This design comes from an exercise in tuning for small area, a short achievable clock period and few clock cycles per item on the open sky130 flow, not from production work. No functional check of the RTL was part of any run shown here. Power is estimated from default activity; no workload was simulated.

$ cat flow/flow/run.sh
#!/bin/bash
set -euo pipefail
bash standard.sh "BUFFER_PORTS_ARGS=-buffer_cell sky130_fd_sc_hd__buf_2" finish > flow_make.log 2>&1
$ cat flow/standard.sh
#!/bin/bash
# synth_recipe.tcl (not shown) runs the flow's synth.tcl, then flattens the netlist and writes it again
# the make line also repeats each setting of config.mk as NAME=value (left out here)
make -C /OpenROAD-flow-scripts/flow DESIGN_CONFIG=/design/flow/config.mk WORK_HOME=/design/flow/orfs CLKGATE_MAP_FILE= SYNTH_SCRIPT=/design/flow/synth_recipe.tcl "${@:-finish}"
$ cat flow/constraint.sdc
create_clock -name core_clock -period 6.0 [get_ports {clk}]
set_input_delay 1.2000 -clock core_clock [delete_from_list [all_inputs] [get_ports {clk}]]
set_output_delay 1.2000 -clock core_clock [all_outputs]
set_load 0.01 [all_outputs]
$ cat flow/design.v
package rhc_pkg;
  localparam logic [7:0]  HUE_FULL       = 8'd240;
  typedef enum logic [2:0] {
    REG_HUE_LOW    = 3'd0,
    REG_HUE_HIGH   = 3'd1,
    REG_SAT_LOW    = 3'd2,
    REG_SAT_HIGH   = 3'd3,
    REG_LIGHT_LOW  = 3'd4,
    REG_LIGHT_HIGH = 3'd5
  } cfg_reg_t;
endpackage
module rhc_pipe #(
  parameter int W  = 1,
  parameter bit EN = 1'b1
) (
  input  logic         clk,
  input  logic [W-1:0] d,
  output logic [W-1:0] q
);
  if (EN) begin : g_reg
    always_ff @(posedge clk) q <= d;
  end else begin : g_wire
    assign q = d;
  end
endmodule
module rhc_vpipe #(
  parameter bit EN = 1'b1
) (
  input  logic clk,
  input  logic rst_n,
  input  logic d,
  output logic q
);
  if (EN) begin : g_reg
    always_ff @(posedge clk) begin
      if (!rst_n) q <= 1'b0;
      else        q <= d;
    end
  end else begin : g_wire
    assign q = d;
  end
endmodule
import rhc_pkg::*;
module rgb565_hsl_color_classifier (
  input  logic        clk,
  input  logic        rst_n,
  input  logic        start,
  output logic        busy,
  input  logic [15:0] in_pixel,
  output logic        out_valid,
  output logic [7:0]  out_hue,
  output logic [7:0]  out_lightness,
  output logic [7:0]  out_saturation,
  output logic        out_match,
  input  logic        cfg_we,
  input  logic [2:0]  cfg_index,
  input  logic [15:0] cfg_data
);
  logic [15:0] hue_low_r, hue_high_r;
  logic [7:0]  sat_low_r, sat_high_r, light_low_r, light_high_r;
  always_ff @(posedge clk) begin
    if (!rst_n) begin
      hue_low_r    <= 16'd65496;
      hue_high_r   <= 16'd40;
      sat_low_r    <= 8'd90;
      sat_high_r   <= 8'd180;
      light_low_r  <= 8'd0;
      light_high_r <= 8'd80;
    end else if (cfg_we) begin
      case (cfg_index)
        REG_HUE_LOW:    hue_low_r    <= cfg_data;
        REG_HUE_HIGH:   hue_high_r   <= cfg_data;
        REG_SAT_LOW:    sat_low_r    <= cfg_data[7:0];
        REG_SAT_HIGH:   sat_high_r   <= cfg_data[7:0];
        REG_LIGHT_LOW:  light_low_r  <= cfg_data[7:0];
        REG_LIGHT_HIGH: light_high_r <= cfg_data[7:0];
        default: ;
      endcase
    end
  end
  assign busy = 1'b0;
  function automatic logic [16:0] add_mx(input logic [15:0] x, input logic [15:0] y,
                                         input logic ci, input int w);
    logic [15:0] p, pp, gg;
    logic [16:0] r;
    p  = x ^ y;
    gg = x;
    pp = p;
    gg[0] = p[0] ? ci : x[0];
    for (int i = 1; (1 << i) <= 16; i++) begin
      for (int j = (1 << i) - 1; j < w; j = j + (1 << i)) begin
        gg[j] = pp[j] ? gg[j - (1 << (i - 1))] : gg[j];
        pp[j] = pp[j] & pp[j - (1 << (i - 1))];
      end
    end
    for (int i = 4; i > 0; i--) begin
      for (int j = (1 << i) + (1 << (i - 1)) - 1; j < w; j = j + (1 << i)) begin
        gg[j] = pp[j] ? gg[j - (1 << (i - 1))] : gg[j];
        pp[j] = pp[j] & pp[j - (1 << (i - 1))];
      end
    end
    r = '0;
    r[0] = p[0] ^ ci;
    for (int j = 1; j < w; j++) r[j] = p[j] ^ gg[j-1];
    r[w] = gg[w-1];
    add_mx = r;
  endfunction
  function automatic logic ge_mx(input logic [15:0] x, input logic [15:0] y, input int w);
    logic [16:0] r;
    r = add_mx(x, ~y, 1'b1, w);
    ge_mx = r[w];
  endfunction
  logic [5:0] cr, cg, cb;
  assign cr = {in_pixel[15:11], 1'b0};
  assign cg = in_pixel[10:5];
  assign cb = {in_pixel[4:0], 1'b0};
  logic        v1;
  logic [15:0] px_1;
  logic        ge_rg_1, ge_rb_1, ge_gb_1;
  always_ff @(posedge clk) begin
    if (!rst_n) v1 <= 1'b0;
    else        v1 <= start;
  end
  always_ff @(posedge clk) begin
    px_1    <= in_pixel;
    ge_rg_1 <= ge_mx(16'(cr), 16'(cg), 6);
    ge_rb_1 <= ge_mx(16'(cr), 16'(cb), 6);
    ge_gb_1 <= ge_mx(16'(cg), 16'(cb), 6);
  end
  logic [5:0] r_1, g_1, b_1, mx, mn, md;
  logic [1:0] sel_a;    
  logic       neg_a;
  logic [5:0] a_b, d_b;
  logic [6:0] s_b;
  logic [16:0] t_a, t_d, t_s;
  always_comb begin
    r_1 = {px_1[15:11], 1'b0};
    g_1 = px_1[10:5];
    b_1 = {px_1[4:0], 1'b0};
    if (ge_rg_1 && ge_rb_1) begin
      mx = r_1;
      sel_a = ge_gb_1 ? 2'd0 : 2'd1;
      neg_a = !ge_gb_1;
      mn = ge_gb_1 ? b_1 : g_1;
      md = ge_gb_1 ? g_1 : b_1;
    end else if (ge_gb_1) begin
      mx = g_1;
      sel_a = 2'd2;
      neg_a = ge_rb_1 && !(r_1 == b_1);    
      mn = ge_rb_1 ? b_1 : r_1;
      md = ge_rb_1 ? r_1 : b_1;
    end else begin
      mx = b_1;
      sel_a = 2'd3;
      neg_a = !ge_rg_1;                     
      mn = ge_rg_1 ? g_1 : r_1;
      md = ge_rg_1 ? r_1 : g_1;
    end
    t_a = add_mx(16'(md), ~(16'(mn)), 1'b1, 6);
    t_d = add_mx(16'(mx), ~(16'(mn)), 1'b1, 6);
    t_s = add_mx(16'(mx), 16'(mn), 1'b0, 6);
    a_b = t_a[5:0];
    d_b = t_d[5:0];
    s_b = t_s[6:0];
  end
  logic       v2;
  logic [1:0] sel_2;
  logic       neg_2;
  logic [5:0] a_2, d_2;
  logic [6:0] s_2;
  always_ff @(posedge clk) begin
    if (!rst_n) v2 <= 1'b0;
    else        v2 <= v1;
  end
  always_ff @(posedge clk) begin
    {sel_2, neg_2, a_2, d_2, s_2} <= {sel_a, neg_a, a_b, d_b, s_b};
  end
  logic [8:0]  hnum_c;     
  logic [5:0]  hden_c;
  logic [9:0]  d15_c;      
  logic [11:0] snum_c;     
  logic        sflag_c;    
  logic [7:0]  sden_c;
  logic [16:0] t_h5, t_d15;
  always_comb begin
    t_h5   = add_mx(16'({a_2, 2'b0}), 16'(a_2), 1'b0, 8);
    hnum_c = t_h5[8:0];
    hden_c = {d_2[5:1], d_2[0] | (d_2 == 6'd0)};
    t_d15  = add_mx(16'({d_2, 4'b0}), ~(16'(d_2)), 1'b1, 10);
    d15_c  = t_d15[9:0];
    sflag_c = !s_2[6] || (s_2[5:0] == 6'd0);
    sden_c = sflag_c ? {s_2 == 7'd0, s_2} : {~s_2[5:0], 2'b11};
    snum_c = sflag_c ? {2'b0, d15_c} : {d15_c, 2'b0};
  end
  logic        vr    [9];
  logic [1:0]  selr  [9];
  logic        negr  [9];
  logic        sflr  [9];
  logic [15:0] srem  [9];
  logic [7:0]  sden  [9];
  logic [7:0]  sq    [9];
  logic [11:0] hrem  [9];
  logic [5:0]  hden  [9];
  logic [5:0]  hq    [9];
  always_ff @(posedge clk) begin
    if (!rst_n) vr[0] <= 1'b0;
    else        vr[0] <= v2;
  end
  always_ff @(posedge clk) begin
    selr[0] <= sel_2;
    negr[0] <= neg_2;
    sflr[0] <= sflag_c;
    srem[0][15:4] <= snum_c;
    sden[0] <= sden_c;
    hrem[0][11:3] <= hnum_c;
    hden[0] <= hden_c;
  end
  assign srem[0][3:0] = '0;
  assign hrem[0][2:0] = '0;
  assign sq[0] = '0;
  assign hq[0] = '0;
  logic [7:0] hue_9, light_10;
  logic s_take_a [8];
  for (genvar i = 0; i < 8; i++) begin : g_row
    localparam int SK = 7 - i;
    localparam int HK = 5 - i;
    logic [8:0]  s_top;
    logic [9:0]  s_dif;
    logic        s_take;
    logic [7:0]  s_rem;
    assign s_top  = srem[i][SK+8:SK];
    logic [9:0] s_r;
    logic [16:0] t_s;
    assign t_s    = add_mx(16'(s_top), ~(16'(sden[i])), 1'b1, 9);
    assign s_r    = t_s[9:0];
    assign s_dif  = {1'b0, s_r[8:0]};
    assign s_take = s_r[9];
    assign s_take_a[i] = s_take;
    assign s_rem  = s_take ? s_dif[7:0] : s_top[7:0];
    always_ff @(posedge clk) begin
      if (!rst_n) vr[i+1] <= 1'b0;
      else        vr[i+1] <= vr[i];
    end
    always_ff @(posedge clk) begin
      sq[i+1] <= {sq[i][6:0], s_take};
    end
    if (SK > 0) begin : g_scarry
      always_ff @(posedge clk) begin
        selr[i+1] <= selr[i];
        negr[i+1] <= negr[i];
        sflr[i+1] <= sflr[i];
        sden[i+1] <= sden[i];
        srem[i+1][SK+7:SK] <= s_rem;
      end
      if (SK > 4) begin : g_slo
        always_ff @(posedge clk) srem[i+1][SK-1:4] <= srem[i][SK-1:4];
      end
      if (SK > 0) begin : g_slo0
        assign srem[i+1][(SK > 4 ? 4 : SK)-1:0] = '0;
      end
      assign srem[i+1][15:SK+8] = '0;
    end else begin : g_slast
      assign srem[i+1] = '0;
      assign sden[i+1] = '0;
      assign sflr[i+1] = 1'b0;
      assign selr[i+1] = '0;
      assign negr[i+1] = 1'b0;
    end
    if (i < 6) begin : g_hue
      logic [6:0] h_top;
      logic [7:0] h_dif;
      logic       h_take;
      logic [5:0] h_rem;
      assign h_top  = hrem[i][HK+6:HK];
      logic [9:0] h_r;
      logic [16:0] t_h;
        assign t_h    = add_mx(16'(h_top), ~(16'(hden[i])), 1'b1, 7);
        assign h_r    = t_h[9:0];
      assign h_dif  = {1'b0, h_r[6:0]};
      assign h_take = h_r[7];
      assign h_rem  = h_take ? h_dif[5:0] : h_top[5:0];
      always_ff @(posedge clk) hq[i+1] <= {hq[i][4:0], h_take};
      if (HK > 0) begin : g_hcarry
        always_ff @(posedge clk) begin
          hden[i+1] <= hden[i];
          hrem[i+1][HK+5:HK] <= h_rem;
        end
        if (HK > 3) begin : g_hlo
          always_ff @(posedge clk) hrem[i+1][HK-1:3] <= hrem[i][HK-1:3];
        end
        assign hrem[i+1][(HK > 3 ? 3 : HK)-1:0] = '0;
        assign hrem[i+1][11:HK+6] = '0;
      end else begin : g_hlast
        assign hrem[i+1] = '0;
        assign hden[i+1] = '0;
      end
    end else begin : g_hue_done
      assign hrem[i+1] = '0;
      assign hden[i+1] = '0;
      assign hq[i+1]   = '0;
    end
  end
  logic [7:0]  ofs_h;
  logic [16:0] t_hue;
  always_comb begin
    case (selr[6])
      2'd0:    ofs_h = 8'd0;
      2'd1:    ofs_h = 8'd240;
      2'd2:    ofs_h = 8'd80;
      default: ofs_h = 8'd160;
    endcase
    t_hue = add_mx(16'(ofs_h), negr[6] ? ~(16'(hq[6])) : 16'(hq[6]), negr[6], 8);
    hue_9 = t_hue[7:0];
  end
  logic [7:0] hue_r9;
  always_ff @(posedge clk) hue_r9 <= hue_9;
  logic [6:0]  s_rec;
  logic [14:0] light_prod;
  logic [16:0] t_l;
  logic [7:0]  light_r10;
  always_comb begin
    s_rec = sflr[6] ? sden[6][6:0] : {1'b1, ~sden[6][7:2]};
    t_l = add_mx(16'({s_rec, 1'b0, s_rec}), ~(16'({s_rec, 4'b0})), 1'b1, 15);
    light_prod = t_l[14:0];
    light_10 = light_prod[14:7];
  end
  always_ff @(posedge clk) light_r10 <= light_10;
  logic [8:0] hue_e, hue_c;
  logic       hue_and;
  logic       lo_hi0, hi_hi0, lo_ff;
  always_comb begin
    lo_hi0 = (hue_low_r[15:8] == 8'h00);
    hi_hi0 = (hue_high_r[15:8] == 8'h00);
    lo_ff  = (hue_low_r[15:8] == 8'hFF);
    if (!ge_mx(hue_high_r, hue_low_r, 16)) begin
      hue_and = 1'b0;
      hue_c   = hi_hi0 ? {1'b0, hue_high_r[7:0]} : 9'd256;
      hue_e   = (lo_ff && hue_low_r[7:0] >= 8'd15) ? {1'b0, hue_low_r[7:0] - 8'd14} : 9'd0;
    end else begin
      hue_and = hi_hi0 && hue_high_r[7:0] <= 8'd240;
      hue_e   = lo_hi0 ? {1'b0, hue_low_r[7:0]} + 9'd1 : 9'd256;
      if (hi_hi0 && hue_high_r[7:0] <= 8'd240)
        hue_c = {1'b0, hue_high_r[7:0]};
      else if (hue_high_r[15:9] == 7'd0 && hue_high_r[8:0] < 9'd496)
        hue_c = hue_high_r[8:0] - 9'd240;
      else
        hue_c = 9'd256;
    end
  end
  logic [7:0] hue_e_r, hue_c_r;
  logic       hue_and_r;
  always_ff @(posedge clk) begin
    hue_e_r   <= hue_e[8] ? 8'hFF : hue_e[7:0];
    hue_c_r   <= hue_c[8] ? 8'hFF : hue_c[7:0];
    hue_and_r <= hue_and;
  end
  logic hue_ge, hue_lt;
  assign hue_ge =  ge_mx(16'(hue_r9), 16'(hue_e_r), 8);
  assign hue_lt = !ge_mx(16'(hue_r9), 16'(hue_c_r), 8);
  logic [7:0] sat_p0, sat_p1;
  logic       sat_ok0, sat_ok1, hue_ok, light_ok, match_m;
  always_comb begin
    sat_p0   = {sq[7][6:0], 1'b0};
    sat_p1   = {sq[7][6:0], 1'b1};
    sat_ok0  = !ge_mx(16'(sat_low_r), 16'(sat_p0), 8) && !ge_mx(16'(sat_p0), 16'(sat_high_r), 8);
    sat_ok1  = !ge_mx(16'(sat_low_r), 16'(sat_p1), 8) && !ge_mx(16'(sat_p1), 16'(sat_high_r), 8);
    hue_ok   = hue_and_r ? (hue_ge && hue_lt) : (hue_ge || hue_lt);
    light_ok = !ge_mx(16'(light_low_r), 16'(light_r10), 8) &&
               !ge_mx(16'(light_r10), 16'(light_high_r), 8);
    match_m  = hue_ok && light_ok && (s_take_a[7] ? sat_ok1 : sat_ok0);
  end
  always_ff @(posedge clk) begin
    out_hue       <= hue_r9;
    out_lightness <= light_r10;
    out_match     <= match_m;
  end
  assign out_saturation = sq[8];
  assign out_valid      = vr[8];
endmodule
$ cat flow/config.mk
export PLATFORM = sky130hd
export DESIGN_NAME = rgb565_hsl_color_classifier
export DESIGN_NICKNAME = rgb565_hsl_color_classifier
export VERILOG_FILES = /design/flow/design.v
export SDC_FILE = /design/flow/constraint.sdc
export NUM_CORES = 4
export LEC_CHECK = 0
export ABC_AREA = 1
export CAP_MARGIN = 20
export CORE_MARGIN = 2
export CORE_UTILIZATION = 70
export CTS_CLUSTER_DIAMETER = 80
export CTS_CLUSTER_SIZE = 28
export PLACE_DENSITY = 0.8
export SETUP_SLACK_MARGIN = 3.8
export SLEW_MARGIN = 20
==> results of run 1 <==
registers in the layout, summed over array words and instances (netlist names), 8 cells and up:
name               flops
hden                  36
selr                  14
out_lightness          8
g_row.g_hue.h_top     26
light_high_r           8
out_hue                8
light_low_r            8
sq                    36
light_r10              8
hue_r9                 8
hue_low_r             16
sat_high_r             8
g_row.s_top           51
px_1                  16
sden                  64
hq                    21
hue_e_r                8
srem                  23
sat_low_r              8
hrem                  16
vr                     9
hue_c_r                8
hue_high_r            16
worst reg2reg max path: stages (launching register included):
cell and delay (ns):
dfxtp_1 0.52, o22ai_1 0.19, nor3_1 0.31, nand3_1 0.14, nand3_2 0.18, nand2_4 0.17, nand2_1 0.16, nand2_1 0.08
inv_2 0.11, nand2_1 0.06
worst paths after layout:
kind / end / slack [ns] / cells after the start
setup / recovery: out_lightness[0] / 3.78 / 1
setup reg to reg: hue_c_r[1] / 3.98 / 9
hold / removal: sq[6][3] / 0.33 / 0
hold reg to reg: sq[6][3] / 0.33 / 0
power groups by stage:
stage               registers, µW  logic, µW  clock network [µW]
floorplan                    4890       4190                   0
global placement             5090       4800                   0
detailed placement           5120       5040                   0
CTS                          5070       5130                1650
global route                 5200       6010                1760
finish                       5080       5200                1620
through the flow:
step	setup WS, ns	hold WS [ns]
3_5_place_dp	3.38	0.312
2_1_floorplan	3.80	0.310
5_1_grt	3.74	0.335
3_3_place_gp	3.49	0.310
4_1_cts	3.76	0.333
6_report	3.78	0.331
cells by family (layout without fill, tap and decap cells):
family / count (synthesis) / in the layout
AO/OA/AOI/OAI: 370 / 370
buffers and inverters: 427 / 482
AND/OR/NAND/NOR: 1097 / 1097
multiplexers: 2 / 2
XOR/XNOR: 117 / 117
flip-flops: 466 / 466
other: 1 / 2
adder cells (fa/ha/maj): 40 / 40
synth_stat cells (all sizes together):
library cell	number
o21bai	4
and3	2
o221ai	5
a31oi	27
or3	1
o311ai	2
a211o	1
inv	387
and3b	1
a211oi	1
conb	1
mux2i	1
nand2	601
xor2	70
ha	28
nand3b	8
mux2	1
buf	23
nand4	16
a221o	1
o21ai	203
a31o	1
dfxtp	466
o211ai	20
xnor2	47
nand3	113
clkinv	2
nor2	315
nor3	17
clkbuf	15
o2111ai	2
maj3	12
o31ai	4
a21oi	68
o21a	3
nor4	5
or2	15
nor3b	3
a21boi	6
a21o	6
o22ai	16
area by class of cell:
type | count | area, µm²
repair buffers | 65 | 405
clock inverters | 6 | 82.6
multi-input cells | 1627 | 8180
diodes | 1 | 2.50
well taps | 341 | 427
flip-flops and latches | 466 | 9360
fillers | 2072 | 6430
clock buffers | 22 | 529
inverters | 389 | 1460
routing by layer:
| layer | track usage [%] | up-vias | part of all wire [%] |
|---|---|---|---|
| li1 | - | 8004 | - |
| met1 | 31.1 | 6808 | 44 |
| met3 | 2.61 | 64 | 4.1 |
| met5 | 0 | - | 0 |
| met2 | 47.0 | 320 | 49 |
| met4 | 7.58 | 0 | 2.5 |
placed cells by master, fill, tap and decap left out, types with 5 or more instances in the layout:
| cell | n |
|---|---|
| o21ai_0 | 153 |
| ha_1 | 28 |
| clkbuf_16 | 21 |
| nand3b_1 | 8 |
| a21oi_1 | 68 |
| xnor2_1 | 46 |
| inv_1 | 369 |
| dfxtp_1 | 449 |
| nor2_1 | 310 |
| maj3_1 | 11 |
| nand4_1 | 16 |
| o221ai_1 | 5 |
| buf_2 | 51 |
| o21ai_2 | 10 |
| a21o_1 | 6 |
| a31oi_1 | 27 |
| nand2_1 | 588 |
| buf_6 | 12 |
| dfxtp_2 | 15 |
| or2_2 | 11 |
| o21ai_1 | 39 |
| nand3_1 | 111 |
| inv_2 | 19 |
| nand2_2 | 11 |
| xor2_1 | 70 |
| nor3_1 | 14 |
| o22ai_1 | 15 |
| o211ai_1 | 20 |
repair_timing:
item	in CTS	in global routing
gates cloned	0	0
gates resized for setup	22	27
endpoints found under the setup margin	25	76
endpoints found under the hold margin	0	0
hold buffers	0	0
==> impl_metrics.tcl, run 1 <==
set metrics [dict create \
    crit_chain "buf_6" \
    place_congestion 0.858 \
    clkPwrFrac_pct 13.6 \
    post-dp-hpwl_mm 27.4 \
    die_area_um2 28700 \
    crit_family "flip-flops" \
    start_util_pct 71.1 \
    comb_power_share_pct 43.7 \
    coreArea_um2 26900 \
    cp.arrival_ns 1.02 \
    clk_path_buf_depth 3 \
    synth_area_um2 19100 \
    rsz0062_at_grt "true" \
    avgSynthCellArea_um2 7.59 \
    tritoncts.num_buffers 21 \
    area_delta_synth_final_pct 6.91 \
    crit_path_max_incr_delay_ns 0.37 \
    rows 60 \
    min_period_ns 2.22 \
    p_total_uw 11900 \
    final-setup-viol-count 0 \
    dr_total_vias 15196 \
    cts_tree "done" \
    timing.rr.start "hue_low_r[15]" \
    io_pins 66 \
    yosysTopAreaCell "dfxtp_1" \
    nets 2637 \
    cts_setup_buffers 0 \
    swShare_pct 40.5 \
    worstSetupEndpointType "output pin" \
    synth_cells 2520 \
    drive_gt1_share_pct 7.03 \
    ys.warnings.count 51 \
    synthSimpleGateAreaFrac_pct 23.4 \
    setup.worst_path.class "reg2out" \
    crit_required_ns 4.80 \
    power_density_nw_per_um2 581 \
    antenna_left 0 \
    relSlewSlack_pct 39.9 \
    root_buffer "clkbuf_16" \
    seq_area_frac_synth_pct 48.8 \
    maxCapViolCount 0 \
    seqPwrFrac_pct 42.7 \
    startpoint "out_lightness[0]" \
    hp-start "sq[5][2]" \
    placed_cells 2888 \
    synth-adder-area-share_pct 2.47 \
    tightest_slew_ns 0.890 \
    drt-pass1-iter-count 7 \
    dieWidth_um 169 \
    synth_top_family_by_area "simple AND/OR/NAND/NOR gates" \
    slowest_stage "dfxtp_2" \
    worstPathMaxFanout 1 \
    via_per_inst 5.21 \
    synth.distinct_cells 58 \
    drtIter0Drc 935 \
    syn-num-nets 2587 \
    final-hold-violation-count 0 \
    placed_area_um2 19700 \
    fin_tns_setup_ns 0 \
    antenna_found_initial 1 \
    grt_overflow 0 \
    grt_pass1_vias 14041 \
    synth-seq-cells 466 \
    fin_cells 2917 \
    vdd_drop_max_mv 0.417 \
    status "no timing/DRC/antenna violations" \
    clock_skew_ns 0.0142 \
    grt_usage_pct 25.4 \
    utilization_pct 76.1 \
    critPathLaunchType "flop" \
    crit_buf_inv 1 \
    synth_xor_xnor_area_share_pct 5.40 \
    wirelength_mm 36.3 \
    muxShareOfSynthArea_pct 0.111 \
    synth_top_cell_area_share_pct 48.8 \
    worstSkewPairLatency_ns 0.54 \
    hold_path.class "reg2reg" \
    switchingPower_uw 4820 \
    slew_viol_final 0 \
    post-route-period-util_pct 37.0 \
    grt_first_pass_wirelength_mm 61.3 \
    max_freq_mhz 450 \
    synth_area_leaders "dfxtp_1 49%, nand2_1 12%, inv_1 7.2%, nor2_1 6.2%, o21ai_0 4.0%" \
    final_cell_area_um2 20400 \
    wire_per_inst_um 12.4 \
    cts_max_level 1 \
    synth_compound_area_share_pct 11.0 \
    clkSinkCount 466 \
    io_buffer_count 64 \
    grt_max_degree 76 \
    fp.dieH_um 169 \
    clk_pin_slew_ns 0.10 \
    drcViolationCount 0 \
    intPower_uw 7070 \
    p_leak_uw 0.0102 \
]
==> run 2, diff against run 1 <==
--- a/flow/design.v
+++ b/flow/design.v
@@ -315,15 +315,4 @@
   logic [7:0] hue_r9;
   always_ff @(posedge clk) hue_r9 <= hue_9;
-  logic [6:0]  s_rec;
-  logic [14:0] light_prod;
-  logic [16:0] t_l;
-  logic [7:0]  light_r10;
-  always_comb begin
-    s_rec = sflr[6] ? sden[6][6:0] : {1'b1, ~sden[6][7:2]};
-    t_l = add_mx(16'({s_rec, 1'b0, s_rec}), ~(16'({s_rec, 4'b0})), 1'b1, 15);
-    light_prod = t_l[14:0];
-    light_10 = light_prod[14:7];
-  end
-  always_ff @(posedge clk) light_r10 <= light_10;
   logic [8:0] hue_e, hue_c;
   logic       hue_and;
@@ -358,4 +347,13 @@
   assign hue_ge =  ge_mx(16'(hue_r9), 16'(hue_e_r), 8);
   assign hue_lt = !ge_mx(16'(hue_r9), 16'(hue_c_r), 8);
+  logic [6:0]  s_rec;
+  logic [14:0] light_prod;
+  logic [16:0] t_l;
+  always_comb begin
+    s_rec = sflr[7] ? sden[7][6:0] : {1'b1, ~sden[7][7:2]};
+    t_l = add_mx(16'({s_rec, 1'b0, s_rec}), ~(16'({s_rec, 4'b0})), 1'b1, 15);
+    light_prod = t_l[14:0];
+    light_10 = light_prod[14:7];
+  end
   logic [7:0] sat_p0, sat_p1;
   logic       sat_ok0, sat_ok1, hue_ok, light_ok, match_m;
@@ -366,11 +364,11 @@
     sat_ok1  = !ge_mx(16'(sat_low_r), 16'(sat_p1), 8) && !ge_mx(16'(sat_p1), 16'(sat_high_r), 8);
     hue_ok   = hue_and_r ? (hue_ge && hue_lt) : (hue_ge || hue_lt);
-    light_ok = !ge_mx(16'(light_low_r), 16'(light_r10), 8) &&
-               !ge_mx(16'(light_r10), 16'(light_high_r), 8);
+    light_ok = !ge_mx(16'(light_low_r), 16'(light_10), 8) &&
+               !ge_mx(16'(light_10), 16'(light_high_r), 8);
     match_m  = hue_ok && light_ok && (s_take_a[7] ? sat_ok1 : sat_ok0);
   end
   always_ff @(posedge clk) begin
     out_hue       <= hue_r9;
-    out_lightness <= light_r10;
+    out_lightness <= light_10;
     out_match     <= match_m;
   end
==> impl_metrics.tcl, run 2 <==
set metrics [dict create \
    status "no timing/DRC/antenna violations" \
    multi_input_area_um2 8110 \
    cts_tree "done" \
    cp.arrival_ns 2.81 \
    place_congestion 0.909 \
    drt-pass1-iter-count 17 \
    grt_usage_pct 26.0 \
    clk_pin_slew_ns 0.10 \
    clkSinkCount 459 \
    ys.warnings.count 51 \
    relSlewSlack_pct 50.3 \
    io_buffer_count 64 \
    synth_cells 2390 \
    power_density_nw_per_um2 613 \
    cts_max_level 1 \
    clk_path_buf_depth 3 \
    worstPathMaxFanout 6 \
    grt_first_pass_wirelength_mm 61.5 \
    synth.distinct_cells 52 \
    whs_ns 0.323 \
    syn-num-nets 2456 \
    start_util_pct 71.3 \
    rsz0062_at_grt "true" \
    critPathLaunchType "flop" \
    largest_register_ff_count 64 \
    fin_tns_setup_ns 0 \
    place_ws_ns 2.93 \
    clock_skew_ns 0.0112 \
    avgSynthCellArea_um2 7.80 \
    tightest_slew_ns 0.738 \
    via_per_inst 5.34 \
    synth_commonest_cells "459 x dfxtp_1, 412 x nand2_1, 381 x inv_1, 307 x nor2_1, 202 x o21ai_0" \
    hold_path.class "reg2reg" \
    post-route-period-util_pct 39.1 \
    wire_per_inst_um 13.5 \
    antenna_found_initial 0 \
    area_delta_synth_final_pct 10.3 \
    ys.flop_type "dfxtp_1" \
    drcViolationCount 0 \
    vdd_drop_max_mv 0.560 \
    synth-seq-cells 459 \
    drtIter0Drc 975 \
    final-hold-violation-count 0 \
    layout_commonest_cell "dfxtp_1" \
    crit_required_ns 6.46 \
    grt_pass1_vias 13949 \
    synth_area_leaders "dfxtp_1 49%, nand2_1 8.3%, inv_1 7.7%, nor2_1 6.2%, o21ai_0 5.4%" \
    dieWidth_um 167 \
    yosysTopAreaCell "dfxtp_1" \
    seq_area_frac_synth_pct 49.3 \
    antenna_left 0 \
    synth_area_um2 18600 \
    nets 2540 \
    p_total_uw 12600 \
    root_buffer "clkbuf_16" \
    drive_gt1_share_pct 11.4 \
    synth_edf_count 0 \
    io_pins 66 \
    wirelength_mm 37.9 \
    grt_max_degree 76 \
    max_freq_mhz 426 \
    maxCapViolCount 0 \
    utilization_pct 78.6 \
    p_leak_uw 0.00994 \
    rows 59 \
    final-seq-area_um2 9240 \
    ctsHoldBuffers 0 \
    synth_most_common_cell "dfxtp_1" \
    async_flop_share_pct 0 \
    grt_overflow 0 \
    fillers 1832 \
    post-dp-hpwl_mm 27.2 \
    final_cell_mix "434 x dfxtp_1, 403 x nand2_1, 375 x inv_1, 294 x nor2_1, 193 x o21ai_0" \
    tritoncts.num_buffers 20 \
    worstSetupEndpointType "flop" \
    final-setup-viol-count 0 \
    synth_top_cell_area_share_pct 49.3 \
    setup.worst_path.class "reg2reg" \
    die_area_um2 27900 \
    coreArea_um2 26100 \
    min_period_ns 2.35 \
    fp.dieH_um 167 \
    largest-register "sden" \
    dr_total_vias 15027 \
    slew_viol_final 0 \
    worstSkewPairLatency_ns 0.53 \
    fin_ws_ns 3.65 \
]
## run 2: cell types whose count changed after synthesis, sizes merged, moves of 6 or more
cell and delta:
a21oi +23, nand3 -16, o211ai +10, or2 +13, nand2 -175, a31oi -16, o21ai +34, dfxtp -7
maj3 -9, o22ai +6, xnor2 +15, o21bai +7
## run 2: worst max-delay path: stages (launching register included)
cell	delay (ns)
dfxtp_4	0.38
buf_6	0.13
inv_4	0.05
nand2_1	0.05
nand2_1	0.07
nand2_2	0.09
buf_4	0.12
nand2_4	0.06
nor2_4	0.09
nand2_2	0.08
nand2_2	0.08
inv_2	0.04
ha_4	0.17
xor2_4	0.16
xor2_1	0.16
nand3b_1	0.20
nor2_2	0.11
inv_1	0.05
nand2_1	0.06
nand2_1	0.06
nor2_1	0.10
## run 2: routing by layer
layer / track usage [%] / wire [µm] / up-vias
li1: - / - / 7716
met1: 31.3 / 15700 / 6839
met2: 48.1 / 19300 / 409
met3: 2.93 / 2030 / 63
met4: 8.70 / 969 / 0
met5: 0 / 0 / -
## run 2: through the flow
stage / instance area, µm² / instances
3_3_place_gp: 19200 / 2750
3_5_place_dp: 19200 / 2750
5_1_grt: 20500 / 2811
4_1_cts: 20100 / 2790
6_report: 20500 / 2812
2_1_floorplan: 18700 / 2390
## run 2: cells by family after synthesis
logic type,synth area share [%]
DFF,49.3
AOI/OAI and AO/OA,13.2
and+or+nand+nor,20.4
muxes,0.0537
xor gates and xnor gates,5.97
adders and majority gates,1.98
other,0.0201
buffers and inverters,9.10
## run 2: final timing paths
check,start,end,slack (ns),depth (start not counted)
max,sflr[7],out_match,3.65,20
min,hq[4][1],hq[5][2],0.32,0
max reg2reg,sflr[7],out_match,3.65,20
min reg2reg,hq[4][1],hq[5][2],0.32,0
## run 2: repair_timing
action,CTS,global route
resized for setup,67,76
gates cloned,0,6
buffers inserted,16,15
endpoints found under the setup margin,73,144
pin swaps,16,19
## run 2: cell type report
type,instances,share of cell area (%)
antenna,1,0.0122
clock buffer,22,2.62
clock inverter,2,0.0913
inverter,392,7.29
multi-input combinational,1504,39.5
sequential,459,44.9
tap,335,2.04
timing repair buffer,96,3.49
timing repair inverter,1,0.0365
## run 2: power by group
part	internal (µW)	switching (µW)
clock	650	879
sequential	4280	721
combinational	2460	3600
total	7390	5200
==> run 3, diff against run 2 <==
--- a/flow/config.mk
+++ b/flow/config.mk
@@ -9,8 +9,8 @@
 export CAP_MARGIN = 20
 export CORE_MARGIN = 2
-export CORE_UTILIZATION = 70
+export CORE_UTILIZATION = 65
 export CTS_CLUSTER_DIAMETER = 80
 export CTS_CLUSTER_SIZE = 28
-export PLACE_DENSITY = 0.8
+export PLACE_DENSITY = 0.75
 export SETUP_SLACK_MARGIN = 3.8
 export SLEW_MARGIN = 20
==> impl_metrics.tcl, run 3 <==
set metrics [dict create \
    avgSynthCellArea_um2 7.80 \
    nets 2553 \
    largest-register "sden" \
    grt_pass1_vias 13691 \
    post-route-period-util_pct 40.7 \
    grt_busiest_layer "met2" \
    worstPathMaxFanout 5 \
    fin_ws_ns 3.56 \
    synth_most_common_cell "dfxtp_1" \
    io_pins 66 \
    clk_path_buf_depth 3 \
    worstSetupEndpointType "flop" \
    drive_gt1_share_pct 11.7 \
    ys.flop_type "dfxtp_1" \
    reg2regPathDepth 19 \
    grt_max_degree 76 \
    drcViolationCount 0 \
    slew_viol_final 0 \
    relSlewSlack_pct 53.7 \
    wirelength_mm 38.3 \
    tritoncts.num_buffers 20 \
    vdd_drop_max_mv 0.527 \
    synth_top_cell_area_share_pct 49.3 \
    crit_family "simple AND/OR/NAND/NOR gates" \
    synth_area_um2 18600 \
    synth_edf_count 0 \
    use_met1_pct 30.8 \
    ctsHoldBuffers 0 \
    crit_buf_inv 4 \
    rows 61 \
    cts_max_level 1 \
    slowest_stage "dfxtp_4" \
    worstSkewPairLatency_ns 0.53 \
    hold_path.class "reg2reg" \
    clk_pin_slew_ns 0.11 \
    yosysTopAreaCell "dfxtp_1" \
    drt-pass1-iter-count 5 \
    cpMostUsedCell "nand2_2" \
    grt_overflow 0 \
    die_area_um2 30000 \
    root_buffer "clkbuf_16" \
    antenna_left 0 \
    ys.warnings.count 51 \
    layout_commonest_cell "dfxtp_1" \
    reg2reg_slack_ns 3.56 \
    dr_total_vias 14907 \
    grt.met2_usage_pct 44.1 \
    final_cell_mix "438 x dfxtp_1, 401 x nand2_1, 374 x inv_1, 296 x nor2_1, 195 x o21ai_0" \
    place_ws_ns 2.94 \
    wire_per_inst_um 13.3 \
    antenna_found_initial 1 \
    crit_chain "buf_6 > inv_4 > nand2_2 > nand2_2 > nand2_4 > buf_12 > nand2_8 > nor2_4 > nand2_2 > nand2_2 > inv_2 > ha_4 > xor2_4 > xor2_1 > nand3b_1 > nor2_2 > nand3_1 > nand3_1 > nor2_1" \
    status "no timing/DRC/antenna violations" \
    synth.distinct_cells 52 \
    coreArea_um2 28000 \
    drtIter0Drc 960 \
    power_density_nw_per_um2 618 \
    dieWidth_um 173 \
    crit_required_ns 6.44 \
    placed_area_um2 19200 \
    met3_usage_pct 2.65 \
    synth_commonest_cells "459 x dfxtp_1, 412 x nand2_1, 381 x inv_1, 307 x nor2_1, 202 x o21ai_0" \
    crit_path_max_incr_delay_ns 0.40 \
    largest_register_ff_count 64 \
    clkSinkCount 459 \
    io_buffer_count 64 \
    via_per_inst 5.20 \
    p_leak_uw 0.0100 \
    grt_first_pass_wirelength_mm 61.8 \
    rsz0062_at_grt "true" \
    async_flop_share_pct 0 \
    fin_tns_setup_ns 0 \
    area_delta_synth_final_pct 11.1 \
    seq_area_frac_synth_pct 49.3 \
    maxCapViolCount 0 \
    tightest_slew_ns 0.695 \
    min_path_cells 0 \
    setup.worst_path.class "reg2reg" \
    holdPathEnd "sq[6][1]" \
    place_congestion 0.931 \
    cts_tree "done" \
    clock_skew_ns 0.0141 \
    final-hold-violation-count 0 \
    final_cell_area_um2 20700 \
    min_period_ns 2.44 \
    fp.dieH_um 173 \
    r2r-end "out_match" \
    grt_usage_pct 24.2 \
    critPathLaunchType "flop" \
    final-setup-viol-count 0 \
    timing.rr.start "sflr[7]" \
    cp.arrival_ns 2.88 \
    synth_cells 2390 \
    hp-start "sq[5][0]" \
    max_freq_mhz 410 \
    synth_area_leaders "dfxtp_1 49%, nand2_1 8.3%, inv_1 7.7%, nor2_1 6.2%, o21ai_0 5.4%" \
    synth-seq-cells 459 \
    start_util_pct 66.5 \
    utilization_pct 73.9 \
    syn-num-nets 2456 \
    post-dp-hpwl_mm 27.4 \
]
[run 3: cell counts after synthesis]
Identical to the previous run, type by type.
[run 3: power breakdown]
part | leakage [µW] | switching (µW) | total (µW) | internal, µW
logic | 0.00592 | 3660 | 6220 | 2560
registers | 0.00384 | 720 | 4990 | 4270
clock network | 0.000283 | 893 | 1570 | 680
[run 3: timing repair]
action                                 CTS  global route
setup buffers                           20            25
endpoints found under the hold margin    0             0
setup endpoints to repair               74           140
resized for setup                       56            79
gates cloned                             0             5
pin swaps                               19            28
[run 3: final cells by class]
cell class	instances	area, µm²
well taps	378	473
repair buffers	110	792
clock inverters	3	46.3
clock buffers	21	526
repair inverters	1	7.51
multi-input cells	1503	8130
inverters	392	1500
fillers	2108	7320
flip-flops and latches	459	9230
diodes	1	2.50
[run 3: stage by stage]
stage / total power, µW / std cells / hold slack, ns
floorplan: 9240 / 2390 / 0.310
global placement: 10100 / 2793 / 0.310
detailed placement: 10400 / 2793 / 0.312
CTS: 12300 / 2837 / 0.331
global route: 13900 / 2867 / 0.333
finish: 12800 / 2868 / 0.330
[run 3: worst max-delay path by stage]
stage | startpoint | endpoint | slack [ns] | cells past startpoint
after floorplan | sflr[7] | out_match | 3.75 | 18
after global placement | ge_gb_1 | d_2[5] | 2.96 | 10
after global routing | sflr[7] | out_match | 3.37 | 16
after detailed placement | ge_gb_1 | d_2[5] | 2.94 | 10
after CTS | sflr[7] | out_match | 3.69 | 19
final | sflr[7] | out_match | 3.56 | 19
[run 3: worst register-to-register path, cell delays in order, from the launching register on]
cell and delay, ns:
dfxtp_4 0.40, buf_6 0.13, inv_4 0.04, nand2_2 0.06, nand2_2 0.07, nand2_4 0.08
buf_12 0.11, nand2_8 0.05, nor2_4 0.12, nand2_2 0.07, nand2_2 0.08, inv_2 0.05
ha_4 0.17, xor2_4 0.19, xor2_1 0.14, nand3b_1 0.21, nor2_2 0.15, nand3_1 0.09
nand3_1 0.09, nor2_1 0.05
[run 3: cells by family (layout without fill, tap and decap cells)]
group | after synthesis | count (layout) | synth area share (%)
flops | 459 | 459 | 49.3
other cells | 1 | 2 | 0.0201
mux | 1 | 1 | 0.0537
xor+xnor | 127 | 127 | 5.97
fa+ha+maj | 30 | 30 | 1.98
simple gates | 909 | 913 | 20.4
compound gates | 431 | 431 | 13.2
buf+inv | 432 | 527 | 9.10
[run 3: metal layers]
layer | part of all wire [%] | up-vias | wire length [µm]
met1 | 45 | 6800 | 17200
met3 | 4.1 | 69 | 1590
li1 | - | 7733 | -
met4 | 2.5 | 0 | 946
met5 | 0 | - | 0
met2 | 48 | 305 | 18500
==> run 4, diff against run 3 <==
--- a/flow/design.v
+++ b/flow/design.v
@@ -111,68 +111,56 @@
     ge_mx = r[w];
   endfunction
-  logic [5:0] cr, cg, cb;
-  assign cr = {in_pixel[15:11], 1'b0};
-  assign cg = in_pixel[10:5];
-  assign cb = {in_pixel[4:0], 1'b0};
-  logic        v1;
-  logic [15:0] px_1;
-  logic        ge_rg_1, ge_rb_1, ge_gb_1;
-  always_ff @(posedge clk) begin
-    if (!rst_n) v1 <= 1'b0;
-    else        v1 <= start;
-  end
-  always_ff @(posedge clk) begin
-    px_1    <= in_pixel;
-    ge_rg_1 <= ge_mx(16'(cr), 16'(cg), 6);
-    ge_rb_1 <= ge_mx(16'(cr), 16'(cb), 6);
-    ge_gb_1 <= ge_mx(16'(cg), 16'(cb), 6);
-  end
-  logic [5:0] r_1, g_1, b_1, mx, mn, md;
+  logic [5:0] cr, cg, cb, mx, mn, md;
   logic [1:0] sel_a;    
   logic       neg_a;
-  logic [5:0] a_b, d_b;
-  logic [6:0] s_b;
-  logic [16:0] t_a, t_d, t_s;
+  logic       ge_rg, ge_rb, ge_gb;
   always_comb begin
-    r_1 = {px_1[15:11], 1'b0};
-    g_1 = px_1[10:5];
-    b_1 = {px_1[4:0], 1'b0};
-    if (ge_rg_1 && ge_rb_1) begin
-      mx = r_1;
-      sel_a = ge_gb_1 ? 2'd0 : 2'd1;
-      neg_a = !ge_gb_1;
-      mn = ge_gb_1 ? b_1 : g_1;
-      md = ge_gb_1 ? g_1 : b_1;
-    end else if (ge_gb_1) begin
-      mx = g_1;
+    cr = {in_pixel[15:11], 1'b0};
+    cg = in_pixel[10:5];
+    cb = {in_pixel[4:0], 1'b0};
+    ge_rg = ge_mx(16'(cr), 16'(cg), 6);
+    ge_rb = ge_mx(16'(cr), 16'(cb), 6);
+    ge_gb = ge_mx(16'(cg), 16'(cb), 6);
+    if (ge_rg && ge_rb) begin
+      mx = cr;
+      sel_a = ge_gb ? 2'd0 : 2'd1;
+      neg_a = !ge_gb;
+      mn = ge_gb ? cb : cg;
+      md = ge_gb ? cg : cb;
+    end else if (ge_gb) begin
+      mx = cg;
       sel_a = 2'd2;
-      neg_a = ge_rb_1 && !(r_1 == b_1);    
-      mn = ge_rb_1 ? b_1 : r_1;
-      md = ge_rb_1 ? r_1 : b_1;
+      neg_a = ge_rb && !(cr == cb);    
+      mn = ge_rb ? cb : cr;
+      md = ge_rb ? cr : cb;
     end else begin
-      mx = b_1;
+      mx = cb;
       sel_a = 2'd3;
-      neg_a = !ge_rg_1;                     
-      mn = ge_rg_1 ? g_1 : r_1;
-      md = ge_rg_1 ? r_1 : g_1;
+      neg_a = !ge_rg;                   
+      mn = ge_rg ? cg : cr;
+      md = ge_rg ? cr : cg;
     end
-    t_a = add_mx(16'(md), ~(16'(mn)), 1'b1, 6);
-    t_d = add_mx(16'(mx), ~(16'(mn)), 1'b1, 6);
-    t_s = add_mx(16'(mx), 16'(mn), 1'b0, 6);
-    a_b = t_a[5:0];
-    d_b = t_d[5:0];
-    s_b = t_s[6:0];
   end
-  logic       v2;
-  logic [1:0] sel_2;
-  logic       neg_2;
-  logic [5:0] a_2, d_2;
-  logic [6:0] s_2;
+  logic       v1;
+  logic [1:0] sel_1;
+  logic       neg_1;
+  logic [5:0] mx_1, mn_1, md_1;
   always_ff @(posedge clk) begin
-    if (!rst_n) v2 <= 1'b0;
-    else        v2 <= v1;
+    if (!rst_n) v1 <= 1'b0;
+    else        v1 <= start;
   end
   always_ff @(posedge clk) begin
-    {sel_2, neg_2, a_2, d_2, s_2} <= {sel_a, neg_a, a_b, d_b, s_b};
+    {sel_1, neg_1, mx_1, mn_1, md_1} <= {sel_a, neg_a, mx, mn, md};
+  end
+  logic [5:0]  a_b, d_b;
+  logic [6:0]  s_b;
+  logic [16:0] t_a, t_d, t_s;
+  always_comb begin
+    t_a = add_mx(16'(md_1), ~(16'(mn_1)), 1'b1, 6);
+    t_d = add_mx(16'(mx_1), ~(16'(mn_1)), 1'b1, 6);
+    t_s = add_mx(16'(mx_1), 16'(mn_1), 1'b0, 6);
+    a_b = t_a[5:0];
+    d_b = t_d[5:0];
+    s_b = t_s[6:0];
   end
   logic [8:0]  hnum_c;     
@@ -184,11 +172,11 @@
   logic [16:0] t_h5, t_d15;
   always_comb begin
-    t_h5   = add_mx(16'({a_2, 2'b0}), 16'(a_2), 1'b0, 8);
+    t_h5   = add_mx(16'({a_b, 2'b0}), 16'(a_b), 1'b0, 8);
     hnum_c = t_h5[8:0];
-    hden_c = {d_2[5:1], d_2[0] | (d_2 == 6'd0)};
-    t_d15  = add_mx(16'({d_2, 4'b0}), ~(16'(d_2)), 1'b1, 10);
+    hden_c = {d_b[5:1], d_b[0] | (d_b == 6'd0)};
+    t_d15  = add_mx(16'({d_b, 4'b0}), ~(16'(d_b)), 1'b1, 10);
     d15_c  = t_d15[9:0];
-    sflag_c = !s_2[6] || (s_2[5:0] == 6'd0);
-    sden_c = sflag_c ? {s_2 == 7'd0, s_2} : {~s_2[5:0], 2'b11};
+    sflag_c = !s_b[6] || (s_b[5:0] == 6'd0);
+    sden_c = sflag_c ? {s_b == 7'd0, s_b} : {~s_b[5:0], 2'b11};
     snum_c = sflag_c ? {2'b0, d15_c} : {d15_c, 2'b0};
   end
@@ -205,9 +193,9 @@
   always_ff @(posedge clk) begin
     if (!rst_n) vr[0] <= 1'b0;
-    else        vr[0] <= v2;
+    else        vr[0] <= v1;
   end
   always_ff @(posedge clk) begin
-    selr[0] <= sel_2;
-    negr[0] <= neg_2;
+    selr[0] <= sel_1;
+    negr[0] <= neg_1;
     sflr[0] <= sflag_c;
     srem[0][15:4] <= snum_c;
@@ -315,4 +303,15 @@
   logic [7:0] hue_r9;
   always_ff @(posedge clk) hue_r9 <= hue_9;
+  logic [6:0]  s_rec;
+  logic [14:0] light_prod;
+  logic [16:0] t_l;
+  logic [7:0]  light_r10;
+  always_comb begin
+    s_rec = sflr[6] ? sden[6][6:0] : {1'b1, ~sden[6][7:2]};
+    t_l = add_mx(16'({s_rec, 1'b0, s_rec}), ~(16'({s_rec, 4'b0})), 1'b1, 15);
+    light_prod = t_l[14:0];
+    light_10 = light_prod[14:7];
+  end
+  always_ff @(posedge clk) light_r10 <= light_10;
   logic [8:0] hue_e, hue_c;
   logic       hue_and;
@@ -337,23 +336,14 @@
     end
   end
-  logic [7:0] hue_e_r, hue_c_r;
+  logic [8:0] hue_e_r, hue_c_r;
   logic       hue_and_r;
   always_ff @(posedge clk) begin
-    hue_e_r   <= hue_e[8] ? 8'hFF : hue_e[7:0];
-    hue_c_r   <= hue_c[8] ? 8'hFF : hue_c[7:0];
+    hue_e_r   <= hue_e;
+    hue_c_r   <= hue_c;
     hue_and_r <= hue_and;
   end
   logic hue_ge, hue_lt;
-  assign hue_ge =  ge_mx(16'(hue_r9), 16'(hue_e_r), 8);
-  assign hue_lt = !ge_mx(16'(hue_r9), 16'(hue_c_r), 8);
-  logic [6:0]  s_rec;
-  logic [14:0] light_prod;
-  logic [16:0] t_l;
-  always_comb begin
-    s_rec = sflr[7] ? sden[7][6:0] : {1'b1, ~sden[7][7:2]};
-    t_l = add_mx(16'({s_rec, 1'b0, s_rec}), ~(16'({s_rec, 4'b0})), 1'b1, 15);
-    light_prod = t_l[14:0];
-    light_10 = light_prod[14:7];
-  end
+  assign hue_ge =  ge_mx(16'(hue_r9), 16'(hue_e_r), 9);
+  assign hue_lt = !ge_mx(16'(hue_r9), 16'(hue_c_r), 9);
   logic [7:0] sat_p0, sat_p1;
   logic       sat_ok0, sat_ok1, hue_ok, light_ok, match_m;
@@ -364,11 +354,11 @@
     sat_ok1  = !ge_mx(16'(sat_low_r), 16'(sat_p1), 8) && !ge_mx(16'(sat_p1), 16'(sat_high_r), 8);
     hue_ok   = hue_and_r ? (hue_ge && hue_lt) : (hue_ge || hue_lt);
-    light_ok = !ge_mx(16'(light_low_r), 16'(light_10), 8) &&
-               !ge_mx(16'(light_10), 16'(light_high_r), 8);
+    light_ok = !ge_mx(16'(light_low_r), 16'(light_r10), 8) &&
+               !ge_mx(16'(light_r10), 16'(light_high_r), 8);
     match_m  = hue_ok && light_ok && (s_take_a[7] ? sat_ok1 : sat_ok0);
   end
   always_ff @(posedge clk) begin
     out_hue       <= hue_r9;
-    out_lightness <= light_10;
+    out_lightness <= light_r10;
     out_match     <= match_m;
   end
--- a/flow/config.mk
+++ b/flow/config.mk
@@ -9,8 +9,8 @@
 export CAP_MARGIN = 20
 export CORE_MARGIN = 2
-export CORE_UTILIZATION = 65
+export CORE_UTILIZATION = 40
 export CTS_CLUSTER_DIAMETER = 80
 export CTS_CLUSTER_SIZE = 28
-export PLACE_DENSITY = 0.75
+export PLACE_DENSITY = 0.6
 export SETUP_SLACK_MARGIN = 3.8
 export SLEW_MARGIN = 20
==> impl_metrics.tcl, run 4 <==
set metrics [dict create \
    cts_tree "done" \
    fin_tns_setup_ns 0 \
    wire_per_inst_um 11.9 \
    final_cell_area_um2 21800 \
    nets 2749 \
    post-route-period-util_pct 37.8 \
    worstPathMaxFanout 1 \
    crit_required_ns 4.80 \
    maxCapViolCount 0 \
    drtIter0Drc 758 \
    coreArea_um2 47400 \
    grt_usage_pct 15.7 \
    synth_area_um2 19100 \
    p_total_uw 12500 \
    rows 80 \
    fp.dieH_um 222 \
    min_period_ns 2.27 \
    layout_commonest_cell "nand2_1" \
    area_delta_synth_final_pct 14.3 \
    crit_buf_inv 1 \
    reg2regPathDepth 17 \
    async_flop_share_pct 0 \
    synth_top_cell_area_share_pct 47.0 \
    drive_gt1_share_pct 12.4 \
    syn-num-nets 2655 \
    grt_overflow 0 \
    final-hold-violation-count 0 \
    synth_edf_count 0 \
    largest-register "sden" \
    dr_total_vias 15623 \
    start_util_pct 40.2 \
    ys.warnings.count 51 \
    drcViolationCount 0 \
    p_leak_uw 0.0108 \
    post-dp-hpwl_mm 28.9 \
    hold_path.class "reg2reg" \
    worstSetupEndpointType "output pin" \
    synth-seq-cells 448 \
    fin_ws_ns 3.73 \
    final-setup-viol-count 0 \
    synth.distinct_cells 52 \
    power_density_nw_per_um2 574 \
    slowest_stage "dfxtp_4" \
    seq_area_frac_synth_pct 47.0 \
    status "no timing/DRC/antenna violations" \
    crit_family "flip-flops" \
    synth_commonest_cells "555 x nand2_1, 448 x dfxtp_1, 418 x inv_1, 339 x nor2_1, 178 x o21ai_0" \
    grt_first_pass_wirelength_mm 66.8 \
    setup.worst_path.class "reg2out" \
    root_buffer "clkbuf_16" \
    synth_area_leaders "dfxtp_1 47%, nand2_1 11%, inv_1 8.2%, nor2_1 6.7%, o21ai_0 4.7%" \
    place_congestion 0.854 \
    synth_cells 2588 \
    io_buffer_count 64 \
    cp_num_cells 1 \
    via_per_inst 4.72 \
    grt_pass1_vias 14951 \
    relSlewSlack_pct 55.2 \
    diodes 0 \
    largest_register_ff_count 64 \
    yosysTopAreaCell "dfxtp_1" \
    antenna_left 0 \
    clkSinkCount 448 \
    final_cell_mix "531 x nand2_1, 426 x dfxtp_1, 404 x inv_1, 332 x nor2_1, 173 x o21ai_0" \
    avgSynthCellArea_um2 7.38 \
    dieWidth_um 222 \
    cts_max_level 1 \
    drt-pass1-iter-count 5 \
    wirelength_mm 39.6 \
    antenna_found_initial 0 \
    clk_path_buf_depth 3 \
    vdd_drop_max_mv 0.224 \
    crit_chain "buf_6" \
    io_pins 66 \
    min_path_cells 0 \
    grt_max_degree 75 \
    placed_area_um2 20100 \
    ys.flop_type "dfxtp_1" \
    slew_viol_final 0 \
    clk_pin_slew_ns 0.10 \
    max_freq_mhz 441 \
    synth_most_common_cell "nand2_1" \
    place_ws_ns 3.08 \
    tightest_slew_ns 0.672 \
    critPathLaunchType "flop" \
    clock_skew_ns 0.0241 \
    cp.arrival_ns 1.07 \
    rsz0062_at_grt "true" \
    tritoncts.num_buffers 25 \
    worstSkewPairLatency_ns 0.58 \
    die_area_um2 49500 \
    crit_path_max_incr_delay_ns 0.37 \
]
==> run 4: cell count changes after synthesis, moves of 15 or more <==
cell,previous run,this run
o21ai_0,202,178
nand3_1,93,153
xor2_1,65,50
nor2_1,307,339
xnor2_1,62,38
inv_1,381,418
nand2_1,412,555
==> run 4: report_power, final <==
| part | internal (µW) | leakage (µW) | switching [µW] |
|---|---|---|---|
| registers | 4150 | 0.00374 | 626 |
| logic | 2270 | 0.00659 | 3490 |
| clock network | 910 | 0.000435 | 1080 |
==> run 4: final cells by class <==
class | count | area, µm²
clock buffers | 29 | 671
clock inverters | 14 | 236
fillers | 4640 | 25600
inverters | 428 | 1660
multi-input cells | 1677 | 8770
flip-flops and latches | 448 | 9000
well taps | 615 | 769
repair buffers | 101 | 694
repair inverters | 1 | 7.51
==> run 4: cell families after synthesis <==
logic type	share of synthesized area [%]
flip-flops	47.0
buffers and inverters	9.70
XOR/XNOR	4.12
AND/OR/NAND/NOR	26.0
AO/OA/AOI/OAI	11.2
adder cells (fa/ha/maj)	1.99
other	0.0196
==> run 4: timing repair <==
| item | in CTS | in global routing |
|---|---|---|
| pin swaps | 11 | 20 |
| endpoints found under the hold margin | 0 | 0 |
| gates resized for setup | 52 | 82 |
| hold buffers | 0 | 0 |
| buffers inserted | 11 | 25 |
| endpoints found under the setup margin | 48 | 120 |
| cloned | 0 | 2 |
==> run 4: layer usage <==
metal	vias to the layer above	track usage, %	routed length [µm]
met5	-	0	0
met4	0	4.09	793
met3	62	2.16	1440
met2	219	29.3	19500
met1	7025	19.0	17800
li1	8317	-	-
==> run 4: path summary, 6_finish.rpt <==
check | start | endpoint | slack [ns]
max | sq[8][5] | out_saturation[5] | 3.73
min | sel_1[0] | selr[0][0] | 0.33
max reg2reg | md_1[0] | hrem[0][10] | 3.79
min reg2reg | sel_1[0] | selr[0][0] | 0.33
==> run 4: metrics by stage <==
stage | util (%) | std cells | hold slack (ns)
after global placement | 42.3 | 3232 | 0.310
after floorplan | - | 2588 | 0.310
after global routing | 46.0 | 3313 | 0.338
after detailed placement | 42.3 | 3232 | 0.312
final | 46.0 | 3313 | 0.326
after CTS | 44.8 | 3286 | 0.330

==> re-timing with driven ports <==
How much do the figures lean on ideal ports? The routed layouts below were timed once more, with nothing changed but the port constraints.
Step 1 (the two cells are an assumption about what drives the block):
set clk [get_ports {clk}]
set_driving_cell -lib_cell sky130_fd_sc_hd__clkbuf_16 $clk
set_driving_cell -lib_cell sky130_fd_sc_hd__buf_2 [delete_from_list [all_inputs] $clk]
Step 2 also shifts input and output timing later by t, the mid clock arrival at the registers, as if the neighbouring blocks saw the same clock.
Three values: ideal ports, drivers, drivers and shift; two values: the first two.
run | t (ns) | setup slack, ns | cell pins on the clock port's net
run 1 | 0.585 | 3.777 / 3.727 / 3.392 | 1
run 2 | 0.577 | 3.653 / 3.653 / 3.376 | 1
run 3 | 0.576 | 3.559 / 3.559 / 3.346 | 1
run 4 | 0.629 | 3.734 / 3.677 / 3.286 | 1
After both steps setup and hold are still met in every run listed. The setup slack of run 4, which loses most, moves by -0.057 ns with the drivers and by -0.448 ns with both steps.
